Source: an optimization exercise on an open RTL-to-GDS flow (aim: small area and few clock cycles per item). Production flows keep margins and buffers that such runs may drop. RTL that was checked went through simulation tests only; none was proved equivalent to the original.

==> inputs of run R <==
## sprite_pair_collision_test_top
module sprite_pair_collision_test_top
(
    input  logic                                 clk,
    input  logic                                 rst_n,
    input  logic                                 req_valid,
    output logic                                 req_ready,
    input  logic                                 req_use_circle,
    input  logic signed [spcol_pkg::COORD_W-1:0] req_first_x,
    input  logic signed [spcol_pkg::COORD_W-1:0] req_first_y,
    input  logic [spcol_pkg::SIZE_W-1:0]         req_first_width,
    input  logic [spcol_pkg::SIZE_W-1:0]         req_first_height,
    input  logic [spcol_pkg::RAD_W-1:0]          req_first_radius,
    input  logic signed [spcol_pkg::COORD_W-1:0] req_second_x,
    input  logic signed [spcol_pkg::COORD_W-1:0] req_second_y,
    input  logic [spcol_pkg::SIZE_W-1:0]         req_second_width,
    input  logic [spcol_pkg::SIZE_W-1:0]         req_second_height,
    input  logic [spcol_pkg::RAD_W-1:0]          req_second_radius,
    output logic                                 rsp_valid,
    input  logic                                 rsp_ready,
    output logic                                 rsp_collide
);
export LEC_CHECK = 0
export ABC_AREA = 1
export CAP_MARGIN = 20
export CORE_MARGIN = 2
export CORE_UTILIZATION = 40
export SLEW_MARGIN = 20
export SYNTH_HIERARCHICAL = 1
create_clock -name core_clock -period 11.0 [get_ports {clk}]
run.sh (not shown) runs the stock make flow with config.mk's settings and CLKGATE_MAP_FILE= SYNTH_SCRIPT=/design/flow/synth_recipe.tcl, a recipe that flattens the netlist after the stock synthesis.
==> run K: changes against run R <==
--- a/flow/design.v
+++ b/flow/design.v
@@ -2184,13 +2184,13 @@
     spcol_fa u_qa_331 (.a(qa_291), .b(qa_292), .c(qa_252), .s(qa_331), .co(qa_332));
     spcol_fa u_qa_333 (.a(qa_293), .b(qa_294), .c(qa_256), .s(qa_333), .co(qa_334));
     spcol_fa u_qa_335 (.a(qa_295), .b(qa_296), .c(qa_260), .s(qa_335), .co(qa_336));
     spcol_fa u_qa_337 (.a(qa_297), .b(qa_298), .c(qa_264), .s(qa_337), .co(qa_338));
     spcol_fa u_qa_339 (.a(qa_299), .b(qa_300), .c(qa_130), .s(qa_339), .co(qa_340));
     spcol_fa u_qa_341 (.a(qa_301), .b(qa_302), .c(qa_76), .s(qa_341), .co(qa_342));
-    assign a_q = {1'b0, ~qa_342, ~qa_340, ~qa_338, ~qa_336, ~qa_334, ~qa_332, ~qa_330, ~qa_328, ~qa_326, ~qa_324, ~qa_322, ~qa_320, ~qa_318, ~qa_316, ~qa_314, ~qa_312, ~qa_310, ~qa_307, qa_305, qa_304, 1'b0, ~qa_0} + {1'b0, ~qa_303, ~qa_341, ~qa_339, ~qa_337, ~qa_335, ~qa_333, ~qa_331, ~qa_329, ~qa_327, ~qa_325, ~qa_323, ~qa_321, ~qa_319, ~qa_317, ~qa_315, ~qa_313, ~qa_311, ~qa_309, ~qa_306, ~qa_67, 1'b0, ~qa_66};
+    assign a_q = ~({1'b1, qa_342, qa_340, qa_338, qa_336, qa_334, qa_332, qa_330, qa_328, qa_326, qa_324, qa_322, qa_320, qa_318, qa_316, qa_314, qa_312, qa_310, qa_307, ~qa_305, ~qa_304, 1'b1, qa_0} + {1'b1, qa_303, qa_341, qa_339, qa_337, qa_335, qa_333, qa_331, qa_329, qa_327, qa_325, qa_323, qa_321, qa_319, qa_317, qa_315, qa_313, qa_311, qa_309, qa_306, qa_67, 1'b1, qa_66} + 23'd1);
     assign a_op0 = {1'b0, a_q, 8'b0};
     assign a_cur343 = {1'b0, 1'b0, a_op0[31], a_op0[30]};
     assign a_opd344 = {~1'b0, ~1'b0, 1'b1, 1'b1};
     assign a_rem345 = a_cur343 + a_opd344;
     assign a_bit346 = ~a_rem345[2];
     assign a_cur347 = {a_rem345[2], a_rem345[1], a_rem345[0], a_op0[29], a_op0[28]};
@@ -2785,13 +2785,13 @@
     spcol_fa u_d_1139 (.a(d_1079), .b(d_1080), .c(d_1020), .s(d_1139), .co(d_1140));
     spcol_fa u_d_1141 (.a(d_1081), .b(d_1082), .c(d_1024), .s(d_1141), .co(d_1142));
     spcol_fa u_d_1143 (.a(d_1083), .b(d_1084), .c(d_1028), .s(d_1143), .co(d_1144));
     spcol_fa u_d_1145 (.a(d_1085), .b(d_1086), .c(d_1032), .s(d_1145), .co(d_1146));
     spcol_fa u_d_1147 (.a(d_1087), .b(d_1088), .c(d_683), .s(d_1147), .co(d_1148));
     spcol_fa u_d_1149 (.a(d_1089), .b(d_1090), .c(d_564), .s(d_1149), .co(d_1150));
-    assign dsq = {1'b0, ~d_1150, ~d_1148, ~d_1146, ~d_1144, ~d_1142, ~d_1140, ~d_1138, ~d_1136, ~d_1134, ~d_1132, ~d_1130, ~d_1128, ~d_1126, ~d_1124, ~d_1122, ~d_1120, ~d_1118, ~d_1116, ~d_1114, ~d_1112, ~d_1110, ~d_1108, ~d_1106, ~d_1104, ~d_1102, ~d_1100, ~d_1098, ~d_1095, d_1093, d_1092, 1'b0, ~d_413} + {1'b0, ~d_1091, ~d_1149, ~d_1147, ~d_1145, ~d_1143, ~d_1141, ~d_1139, ~d_1137, ~d_1135, ~d_1133, ~d_1131, ~d_1129, ~d_1127, ~d_1125, ~d_1123, ~d_1121, ~d_1119, ~d_1117, ~d_1115, ~d_1113, ~d_1111, ~d_1109, ~d_1107, ~d_1105, ~d_1103, ~d_1101, ~d_1099, ~d_1097, ~d_1094, ~d_550, 1'b0, ~d_549};
+    assign dsq = ~({1'b1, d_1150, d_1148, d_1146, d_1144, d_1142, d_1140, d_1138, d_1136, d_1134, d_1132, d_1130, d_1128, d_1126, d_1124, d_1122, d_1120, d_1118, d_1116, d_1114, d_1112, d_1110, d_1108, d_1106, d_1104, d_1102, d_1100, d_1098, d_1095, ~d_1093, ~d_1092, 1'b1, d_413} + {1'b1, d_1091, d_1149, d_1147, d_1145, d_1143, d_1141, d_1139, d_1137, d_1135, d_1133, d_1131, d_1129, d_1127, d_1125, d_1123, d_1121, d_1119, d_1117, d_1115, d_1113, d_1111, d_1109, d_1107, d_1105, d_1103, d_1101, d_1099, d_1097, d_1094, d_550, 1'b1, d_549} + 33'd1);
     assign rsum = f_acc + RSUM_W'(f_root);
     assign c_1151 = ~rsum[0];
     assign c_1152 = ~rsum[1];
     assign c_1153 = ~rsum[2];
     assign c_1154 = ~rsum[3];
     assign c_1155 = ~rsum[4];
@@ -3257,13 +3257,13 @@
     spcol_fa u_c_1794 (.a(c_1721), .b(c_1722), .c(f_dsq[27]), .s(c_1794), .co(c_1795));
     spcol_fa u_c_1796 (.a(c_1723), .b(c_1724), .c(f_dsq[28]), .s(c_1796), .co(c_1797));
     spcol_fa u_c_1798 (.a(c_1725), .b(c_1726), .c(f_dsq[29]), .s(c_1798), .co(c_1799));
     spcol_fa u_c_1800 (.a(c_1727), .b(c_1728), .c(f_dsq[30]), .s(c_1800), .co(c_1801));
     spcol_fa u_c_1802 (.a(c_1729), .b(c_1380), .c(f_dsq[31]), .s(c_1802), .co(c_1803));
     spcol_fa u_c_1804 (.a(c_1381), .b(c_1171), .c(f_dsq[32]), .s(c_1804), .co(c_1805));
-    assign cdiff = {1'b1, ~c_1805, ~c_1803, ~c_1801, ~c_1799, ~c_1797, ~c_1795, ~c_1793, ~c_1791, ~c_1789, ~c_1787, ~c_1785, ~c_1783, ~c_1781, ~c_1779, ~c_1777, ~c_1775, ~c_1773, ~c_1771, ~c_1769, ~c_1767, ~c_1765, ~c_1763, ~c_1761, ~c_1759, ~c_1757, ~c_1755, ~c_1753, ~c_1751, ~c_1749, ~c_1747, ~c_1745, ~c_1743, c_1741, ~c_1739, ~c_1736, ~c_1733, ~c_1731, c_1730, ~c_1173, ~c_1172, 1'b0, ~c_1151} + {1'b0, 1'b1, ~c_1804, ~c_1802, ~c_1800, ~c_1798, ~c_1796, ~c_1794, ~c_1792, ~c_1790, ~c_1788, ~c_1786, ~c_1784, ~c_1782, ~c_1780, ~c_1778, ~c_1776, ~c_1774, ~c_1772, ~c_1770, ~c_1768, ~c_1766, ~c_1764, ~c_1762, ~c_1760, ~c_1758, ~c_1756, ~c_1754, ~c_1752, ~c_1750, ~c_1748, ~c_1746, ~c_1744, ~c_1742, c_1740, ~c_1738, ~c_1735, c_1732, ~c_1153, 1'b0, ~c_1152, 1'b0, 1'b0};
+    assign cdiff = ~({1'b0, c_1805, c_1803, c_1801, c_1799, c_1797, c_1795, c_1793, c_1791, c_1789, c_1787, c_1785, c_1783, c_1781, c_1779, c_1777, c_1775, c_1773, c_1771, c_1769, c_1767, c_1765, c_1763, c_1761, c_1759, c_1757, c_1755, c_1753, c_1751, c_1749, c_1747, c_1745, c_1743, ~c_1741, c_1739, c_1736, c_1733, c_1731, ~c_1730, c_1173, c_1172, 1'b1, c_1151} + {1'b1, 1'b0, c_1804, c_1802, c_1800, c_1798, c_1796, c_1794, c_1792, c_1790, c_1788, c_1786, c_1784, c_1782, c_1780, c_1778, c_1776, c_1774, c_1772, c_1770, c_1768, c_1766, c_1764, c_1762, c_1760, c_1758, c_1756, c_1754, c_1752, c_1750, c_1748, c_1746, c_1744, c_1742, ~c_1740, c_1738, c_1735, ~c_1732, c_1153, 1'b1, c_1152, 1'b1, 1'b1} + 43'd1);
     assign collide = f_circle ? ~cdiff[42] : f_box;
     always_ff @(posedge clk)
     begin
         a_rt_r1 <= a_rtv351;
         a_rm_r1 <= a_rmv352;
         a_op_r1 <= a_op0;
@@ -3284,65 +3284,73 @@
         s2_dsq <= dsq;
         s3_circle <= s2_circle;
         s3_box <= s2_box;
         s3_given <= s2_given;
         s3_dsq <= s2_dsq;
         f_circle <= sec_3 ? f_circle : s3_circle;
-        f_box <= sec_3 ? f_box : s3_box;
+        f_box <= s3_box;
         f_dsq <= sec_3 ? f_dsq : s3_dsq;
         f_acc <= sec_3 ? f_acc + RSUM_W'(f_root) : s3_given;
         f_root <= a_root;
     end
     localparam int VL    = 4;    
-    localparam int DEPTH = 5;    
+    localparam int DEPTH = 6;    
     logic               accept, take;
     logic [VL-1:0]      vline;       
     logic [2:0]         wr_ptr, rd_ptr;
     logic [2:0]         fifo_cnt, outstanding;
     logic [DEPTH-1:0]   fifo;
     assign accept      = req_valid && req_ready;
     assign take        = rsp_valid && rsp_ready;
     assign rsp_valid   = (fifo_cnt != '0);
     assign rsp_collide = fifo[rd_ptr];
-    assign req_ready   = !phase2 && ((outstanding != 3'(DEPTH)) || take);
-    logic               v0;
-    assign v0    = (accept && !pair) || phase2;
+    assign req_ready   = (!phase2 || !req_use_circle) && ((outstanding != 3'(DEPTH)) || take);
+    logic               v0, w0;
+    logic [VL-1:0]      wline;       
+    assign w0 = phase2 && accept;
+    assign v0    = (accept && !pair && !phase2) || phase2;
     assign sec_0 = phase2;
+    logic [2:0] wr_ptr1, wr_ptr2;
+    assign wr_ptr1 = (wr_ptr == 3'(DEPTH - 1)) ? 3'(0) : wr_ptr + 3'(1);
+    assign wr_ptr2 = (wr_ptr1 == 3'(DEPTH - 1)) ? 3'(0) : wr_ptr1 + 3'(1);
     always_ff @(posedge clk or negedge rst_n)
     begin
         if (!rst_n)
         begin
             vline       <= '0;
+            wline       <= '0;
             phase2      <= 1'b0;
             sec_1 <= 1'b0;
             sec_2 <= 1'b0;
             sec_3 <= 1'b0;
             wr_ptr      <= '0;
             rd_ptr      <= '0;
             fifo_cnt    <= '0;
             outstanding <= '0;
         end
         else
         begin
             vline <= VL'({vline, v0});
+            wline <= VL'({wline, w0});
             phase2 <= accept && pair;
             sec_1 <= sec_0;
             sec_2 <= sec_1;
             sec_3 <= sec_2;
-            if (vline[VL-1])
-                wr_ptr <= (wr_ptr == 3'(DEPTH - 1)) ? '0 : wr_ptr + 3'(1);
+            wr_ptr <= wline[VL-1] ? wr_ptr2 : vline[VL-1] ? wr_ptr1 : wr_ptr;
             if (take)
                 rd_ptr <= (rd_ptr == 3'(DEPTH - 1)) ? '0 : rd_ptr + 3'(1);
-            fifo_cnt    <= fifo_cnt + 3'(vline[VL-1]) - 3'(take);
+            fifo_cnt    <= fifo_cnt + 3'(vline[VL-1]) + 3'(wline[VL-1]) - 3'(take);
             outstanding <= outstanding + 3'(accept) - 3'(take);
         end
     end
     always_ff @(posedge clk)
     begin
         if (vline[VL-1])
             fifo[wr_ptr] <= collide;
+        if (wline[VL-1])
+            fifo[wr_ptr1] <= f_box;
     end
     always_ff @(posedge clk)
     begin
         held_hw <= req_second_width[SIZE_W-1:1];
         held_hh <= req_second_height[SIZE_W-1:1];
     end
==> comparison <==
- Between run K and run R, the lower worst setup slack is in run K (gap 0.60 ns).
- Non-clock buffer count: run R is lower than run K (5).
- Of run K and run R, run K has the higher sequential share of layout area (gap 0.076 points).
- In run K the clock-buffer cell count is lower than in run R, by 3.
- Between run K and run R, the lower global-route usage is in run R (gap 0.42 points).
- Between run R and run K, the lower critical path depth is in run R (gap 26).
Testbench counts of run K, summed over its fixed seeds: cycles 12,839, items 12,000.
Function not checked in run R: the RTL went through the layout flow alone.

[static timing again, ports no longer ideal]
In the flow no input, the clock included, has a driving cell. The finished layouts below were timed again as built, in two steps. Step 1 (the two cells are an assumption about what drives the block):
set clk [get_ports {clk}]
set_driving_cell -lib_cell sky130_fd_sc_hd__clkbuf_16 $clk
set_driving_cell -lib_cell sky130_fd_sc_hd__buf_2 [delete_from_list [all_inputs] $clk]
Step 2 also shifts input and output timing later by t, the mid clock arrival at the registers, as if the neighbouring blocks saw the same clock. Slacks: ideal / step 1 / step 2; pairs: ideal / step 1.
run | t, ns | slack for setup (ns) | hold slack, ns | worst slew at a driven data input, ns | cell pins on the clock port's net
run R | 0.622 | 1.634 / 1.664 / 1.052 | 0.314 / 0.314 / 0.314 | 0.14 | 1
run K | 0.633 | 1.029 / 1.029 / 1.029 | 0.322 / 0.322 / 0.322 | 0.13 | 1
After both steps every run listed still meets setup and hold. For run R, which loses most, drivers alone change the setup slack by +0.030 ns; drivers and shift together by -0.582 ns.
